Source: an optimization exercise on an open RTL-to-GDS flow (aim: small area and a short achievable clock period). Production flows keep margins and buffers that such runs may drop.
Only simulation tests tie the RTL to the original design; equivalence was not proved.
Power is estimated from default activity; no workload was simulated.

==> build 66: inputs <==
// sMachine
module sMachine (
    input  logic        clk,
    input  logic        rstN,
    input  logic [15:0] instr,
    output logic [7:0]  pc,
    output logic [15:0] regA,
    output logic [15:0] regB,
    output logic [2:0]  flags
);
export LEC_CHECK = 0
export CAP_MARGIN = 20
export CORE_MARGIN = 2
export CORE_UTILIZATION = 55
export CTS_CLUSTER_DIAMETER = 100
export CTS_CLUSTER_SIZE = 30
export SETUP_SLACK_MARGIN = 1.8
export SLEW_MARGIN = 20
export SYNTH_HIERARCHICAL = 1
export SYNTH_MINIMUM_KEEP_SIZE = 0
export TNS_END_PERCENT = 10
create_clock -name core_clock -period 4.5 [get_ports {clk}]
standard.sh (not shown) runs the stock make flow with config.mk's settings and CLKGATE_MAP_FILE= SYNTH_SCRIPT=/design/flow/synth_recipe.tcl, a recipe that flattens the netlist after the stock synthesis.
==> flow/flow/run.sh <==
#!/bin/bash
# Own flow: the standard layout, with the port buffers made from
# sky130_fd_sc_hd__buf_4 instead of the delay buffer that buffer_ports picks.
# Every tool's output stays in the ORFS logs; make's output goes to standard.log.
set -euo pipefail
export BUFFER_PORTS_ARGS="-buffer_cell sky130_fd_sc_hd__buf_4"
bash standard.sh > standard.log 2>&1
==> build 30 (differences from build 66) <==
--- a/flow/design.v
+++ b/flow/design.v
@@ -111,14 +111,49 @@
         end
     end
     for (genvar i = 1; i < 16; i++) begin : gSum
         addXor2 uS (.a(pL[0][i]), .b(gL[4][i-1]), .y(s[i]));
     end
     addInv uS0 (.a(pL[0][0]), .y(s[0]));
 endmodule
+module wbAoi22 (
+    input  logic a1, a2, b1, b2,
+    output logic y
+);
+    assign y = ~((a1 & a2) | (b1 & b2));
+endmodule
+module wbAoi21 (
+    input  logic a1, a2, b,
+    output logic y
+);
+    assign y = ~((a1 & a2) | b);
+endmodule
+module wbNand2 (
+    input  logic a, b,
+    output logic y
+);
+    assign y = ~(a & b);
+endmodule
+module wbLateA (
+    input  logic s0, x0, s1, x1, s2, x2, e,
+    output logic y
+);
+    logic t0, t1;
+    wbAoi22 u0 (.a1(s0), .a2(x0), .b1(s1), .b2(x1), .y(t0));
+    wbAoi21 u1 (.a1(s2), .a2(x2), .b(e), .y(t1));
+    wbNand2 u2 (.a(t0), .b(t1), .y(y));
+endmodule
+module wbLateB (
+    input  logic s0, x0, e,
+    output logic y
+);
+    logic t0;
+    wbAoi21 u0 (.a1(s0), .a2(x0), .b(e), .y(t0));
+    assign y = ~t0;
+endmodule
 `default_nettype wire
 `timescale 1ns/1ps
 `default_nettype none
 module ramPredec (
     input  logic [3:0]  x,
     output logic [15:0] yN
 );
@@ -178,30 +213,28 @@
 module ramNor4 (
     input  logic a, b, c, d,
     output logic y
 );
     assign y = ~(a | b | c | d);
 endmodule
 module ramMerge (
-    input  logic [15:0] p0,
-    input  logic [15:0] p1,
-    input  logic        sel,
-    input  logic [15:0] other,
+    input  logic [15:0] a,
+    input  logic [15:0] b,
+    input  logic [15:0] c,
     output logic [15:0] y
 );
-    assign y = ((p0 | p1) & {16{sel}}) | other;
+    assign y = a | b | c;
 endmodule
 module ramMergeOut (
-    input  logic [15:0] p0,
-    input  logic [15:0] p1,
-    input  logic        sel,
-    input  logic [15:0] other,
+    input  logic [15:0] a,
+    input  logic [15:0] b,
+    input  logic [15:0] c,
     output logic [15:0] y
 );
-    assign y = ((p0 | p1) & {16{sel}}) | other;
+    assign y = a | b | c;
 endmodule
 `default_nettype wire
 `timescale 1ns/1ps
 `default_nettype none
 module sMachine (
     input  logic        clk,
     input  logic        rstN,
@@ -254,24 +287,29 @@
     for (genvar i = 0; i < 16; i++) begin : gRdBit
         logic [255:0] col;
         for (genvar w = 0; w < 256; w++) begin : gCol
             assign col[w] = ram[w][i];
         end
         ramSlice u (.sel(rSel), .d(col), .y({rdP1[i], rdP0[i]}));
     end
-    logic [15:0] sumAdd, sumSub, sumInc;
-    addKs16 addAB  (.a(a),      .b(b),             .s(sumAdd));
-    subKs16 subAB  (.a(a),      .b(b),             .s(sumSub));
-    addKs16 addInc (.a(selReg), .b({8'h00, addr}), .s(sumInc));
+    logic [15:0] sumAdd, sumSub, sumIncA, sumIncB, sumInc;
+    addKs16 addAB   (.a(a), .b(b),             .s(sumAdd));
+    subKs16 subAB   (.a(a), .b(b),             .s(sumSub));
+    addKs16 addIncA (.a(a), .b({8'h00, addr}), .s(sumIncA));
+    addKs16 addIncB (.a(b), .b({8'h00, addr}), .s(sumIncB));
+    assign sumInc = rs ? sumIncB : sumIncA;
     logic [15:0] incY;
     logic        zAdd, zSub, zInc, zLog;
     assign incY = {8'h00, addr};
     assign zAdd = &(~((a ^ b) ^ {a[14:0] | b[14:0], 1'b0}));
     assign zSub = (a == b);
-    assign zInc = &(~((selReg ^ incY) ^ {selReg[14:0] | incY[14:0], 1'b0}));
+    logic zIncA, zIncB;
+    assign zIncA = &(~((a ^ incY) ^ {a[14:0] | incY[14:0], 1'b0}));
+    assign zIncB = &(~((b ^ incY) ^ {b[14:0] | incY[14:0], 1'b0}));
+    assign zInc  = rs ? zIncB : zIncA;
     logic cAdd, cSub;
     assign cAdd = (a[15] & b[15]) | (a[15] & sumAdd[15]) | (b[15] & sumAdd[15]);
     assign cSub = (a[15] & b[15]) | (a[15] & sumSub[15]) | (b[15] & sumSub[15]);
     logic isAluLo, isAluHi;
     assign isAluLo = (cls == 2'b01);     
     assign isAluHi = (cls == 2'b10);     
     logic opAdd, opSub, opOr, opAnd, opXor, opRor, opMov, opXch;
@@ -302,39 +340,42 @@
     assign sIncA    = rstN & incA;
     assign sImmLoA  = rstN & immLoA;
     assign sImmHiA  = rstN & immHiA;
     assign sKeepHiA = rstN & !(opAdd | opSub | opOr | opAnd | opXor | opRor | opXch | incA | loadA | immHiA);
     assign sKeepLoA = rstN & !(opAdd | opSub | opOr | opAnd | opXor | opRor | opXch | incA | loadA | immLoA);
     logic [15:0] logicRes;
     assign logicRes = ({16{opOr}} & (a | b)) | ({16{opAnd}} & (a & b)) | ({16{opXor}} & (a ^ b));
-    logic [15:0] aOther;
-    assign aOther = ({16{sAdd}}  & sumAdd)
-                  | ({16{sSub}}  & sumSub)
-                  | ({16{sLog}}  & logicRes)
+    logic [15:0] aEarly, aOther;
+    assign aEarly = ({16{sLog}}  & logicRes)
                   | ({16{sRor}}  & {a[0], a[15:1]})
                   | ({16{sXchA}} & b)
-                  | ({16{sIncA}} & sumInc)
                   | {{8{sKeepHiA}} & a[15:8], {8{sKeepLoA}} & a[7:0]}
                   | {{8{sImmHiA}} & addr,     {8{sImmLoA}}  & addr};
+    for (genvar i = 0; i < 16; i++) begin : gWbA
+        wbLateA u (.s0(sAdd), .x0(sumAdd[i]), .s1(sSub), .x1(sumSub[i]),
+                   .s2(sIncA), .x2(sumIncA[i]), .e(aEarly[i]), .y(aOther[i]));
+    end
     logic immLoB, immHiB, incB;
     logic sAtoB, sIncB, sKeepLoB, sKeepHiB, sImmLoB, sImmHiB;
     assign immLoB = memLd && rs && mode[2] && !mode[1];
     assign immHiB = memLd && rs && mode[2] &&  mode[1];
     assign incB   = memInc && rs;
     assign sAtoB    = rstN & (opMov | opXch);
     assign sIncB    = rstN & incB;
     assign sImmLoB  = rstN & immLoB;
     assign sImmHiB  = rstN & immHiB;
     assign sKeepHiB = rstN & !(opMov | opXch | incB | loadB | immHiB);
     assign sKeepLoB = rstN & !(opMov | opXch | incB | loadB | immLoB);
-    logic [15:0] bOther;
-    assign bOther = ({16{sAtoB}} & a)
-                  | ({16{sIncB}} & sumInc)
+    logic [15:0] bEarly, bOther;
+    assign bEarly = ({16{sAtoB}} & a)
                   | {{8{sKeepHiB}} & b[15:8], {8{sKeepLoB}} & b[7:0]}
                   | {{8{sImmHiB}} & addr,     {8{sImmLoB}}  & addr};
+    for (genvar i = 0; i < 16; i++) begin : gWbB
+        wbLateB u (.s0(sIncB), .x0(sumIncB[i]), .e(bEarly[i]), .y(bOther[i]));
+    end
     logic loadAR, loadBR;
     assign loadAR = loadA & rstN;
     assign loadBR = loadB & rstN;
     logic zNext, nNext, cNext;
     logic taken;
     assign zLog = (logicRes == 16'd0);
     always_comb begin
@@ -357,37 +398,36 @@
             zNext = fz | mode[2];  nNext = fn | mode[1];  cNext = fc | mode[0];
         end else if (isFlg && mOp == 2'b10) begin
             zNext = fz & ~mode[2]; nNext = fn & ~mode[1]; cNext = fc & ~mode[0];
         end else if (isFlg) begin
             zNext = 1'b0;  nNext = 1'b0;  cNext = 1'b0;
         end
     end
-    logic [15:0] aR, bR, rdR0, rdR1;
-    logic        ldA, ldB;
+    logic [15:0] aR, bR, rdA0, rdA1, rdB0, rdB1;
     always_ff @(posedge clk) begin
         aR   <= aOther;
         bR   <= bOther;
-        ldA  <= loadAR;
-        ldB  <= loadBR;
-        rdR0 <= rdP0;
-        rdR1 <= rdP1;
+        rdA0 <= rdP0 & {16{loadAR}};
+        rdA1 <= rdP1 & {16{loadAR}};
+        rdB0 <= rdP0 & {16{loadBR}};
+        rdB1 <= rdP1 & {16{loadBR}};
     end
-    ramMerge mergeA (.p0(rdR0), .p1(rdR1), .sel(ldA), .other(aR), .y(a));
-    ramMerge mergeB (.p0(rdR0), .p1(rdR1), .sel(ldB), .other(bR), .y(b));
+    ramMerge mergeA (.a(aR), .b(rdA0), .c(rdA1), .y(a));
+    ramMerge mergeB (.a(bR), .b(rdB0), .c(rdB1), .y(b));
     always_ff @(posedge clk) begin
         if (!rstN) begin
             pc <= '0;
             fz <= 1'b0;
             fn <= 1'b0;
             fc <= 1'b0;
         end else begin
             pc <= (isMem && mOp == 2'b11 && taken) ? addr : pc + 8'd1;
             fz <= zNext;
             fn <= nNext;
             fc <= cNext;
         end
     end
-    ramMergeOut outA (.p0(rdR0), .p1(rdR1), .sel(ldA), .other(aR), .y(regA));
-    ramMergeOut outB (.p0(rdR0), .p1(rdR1), .sel(ldB), .other(bR), .y(regB));
+    ramMergeOut outA (.a(aR), .b(rdA0), .c(rdA1), .y(regA));
+    ramMergeOut outB (.a(bR), .b(rdB0), .c(rdB1), .y(regB));
     assign flags = {fz, fn, fc};
 endmodule
 `default_nettype wire
==> run notes <==
quantity                                                              build 66     build 30
Outcome                                       no timing/DRC/antenna violations  no timing/DRC/antenna violations
Wire length of the first global-routing pass                         667000 um    697000 um
Detailed route wirelength on metal2                                  217000 um    234000 um
Depth of the worst hold-timing path                                          2            3
Complex-gate fraction of the synthesized area                            0.117        0.115
Multi-input gate count                                                    4238         4427
Total standard cell area after synthesis                           156000 um^2  158000 um^2
Part of the total power dissipated in combinational logic                0.048        0.054
Tot Pwr                                                               0.0647 W     0.0652 W
Number of antenna violations at the first check in global routing           30           32
Final Util                                                               0.621        0.645
Worst Hold Margin                                                     0.208 ns     0.386 ns
HPWL Detailed                                                        301000 um    322000 um
Required time worst endpoint                                           5.34 ns      5.31 ns
Cell variety after synth                                                    76           67
Layout Cells excl Fill                                                   13400        13900
Gate Count Post-Synth                                                     8564         8786
Number of DRC violations after detailed-routing iteration 0              14700        14500
Worst reg2reg path depth                                                    15           13
Mux contribution to synthesized area                                  0.000137     0.000254
Inverters, non-clock                                                        55           79
Final period utilization                                                 0.751        0.684
Fraction of area in non-clock buffers                                   0.0515       0.0788

[static timing again, ports no longer ideal]
The flow's constraints put no driver on any port. The routed layouts listed below were extracted and timed again, unchanged, in two steps. Step 1 (the two cells are an assumption about what drives the block):
set clk [get_ports {clk}]
set_driving_cell -lib_cell sky130_fd_sc_hd__clkbuf_16 $clk
set_driving_cell -lib_cell sky130_fd_sc_hd__buf_2 [delete_from_list [all_inputs] $clk]
Step 2 also shifts input and output timing later by t, the mid clock arrival at the registers, as if the neighbouring blocks saw the same clock. Three values: no drivers, after step 1, after step 2; two values: the first two.
run	t (ns)	slack for setup (ns)	worst setup path at the end	worst register clock-pin slew, ns
build 66	1.014	1.121 / 1.115 / 0.352	input to register	0.12 / 0.12
build 30	1.008	1.420 / 1.344 / 0.336	input to register	0.12 / 0.12
After both steps setup and hold are still met in every run listed. For build 30, which loses most, drivers alone change the setup slack by -0.076 ns; drivers and shift together by -1.084 ns.
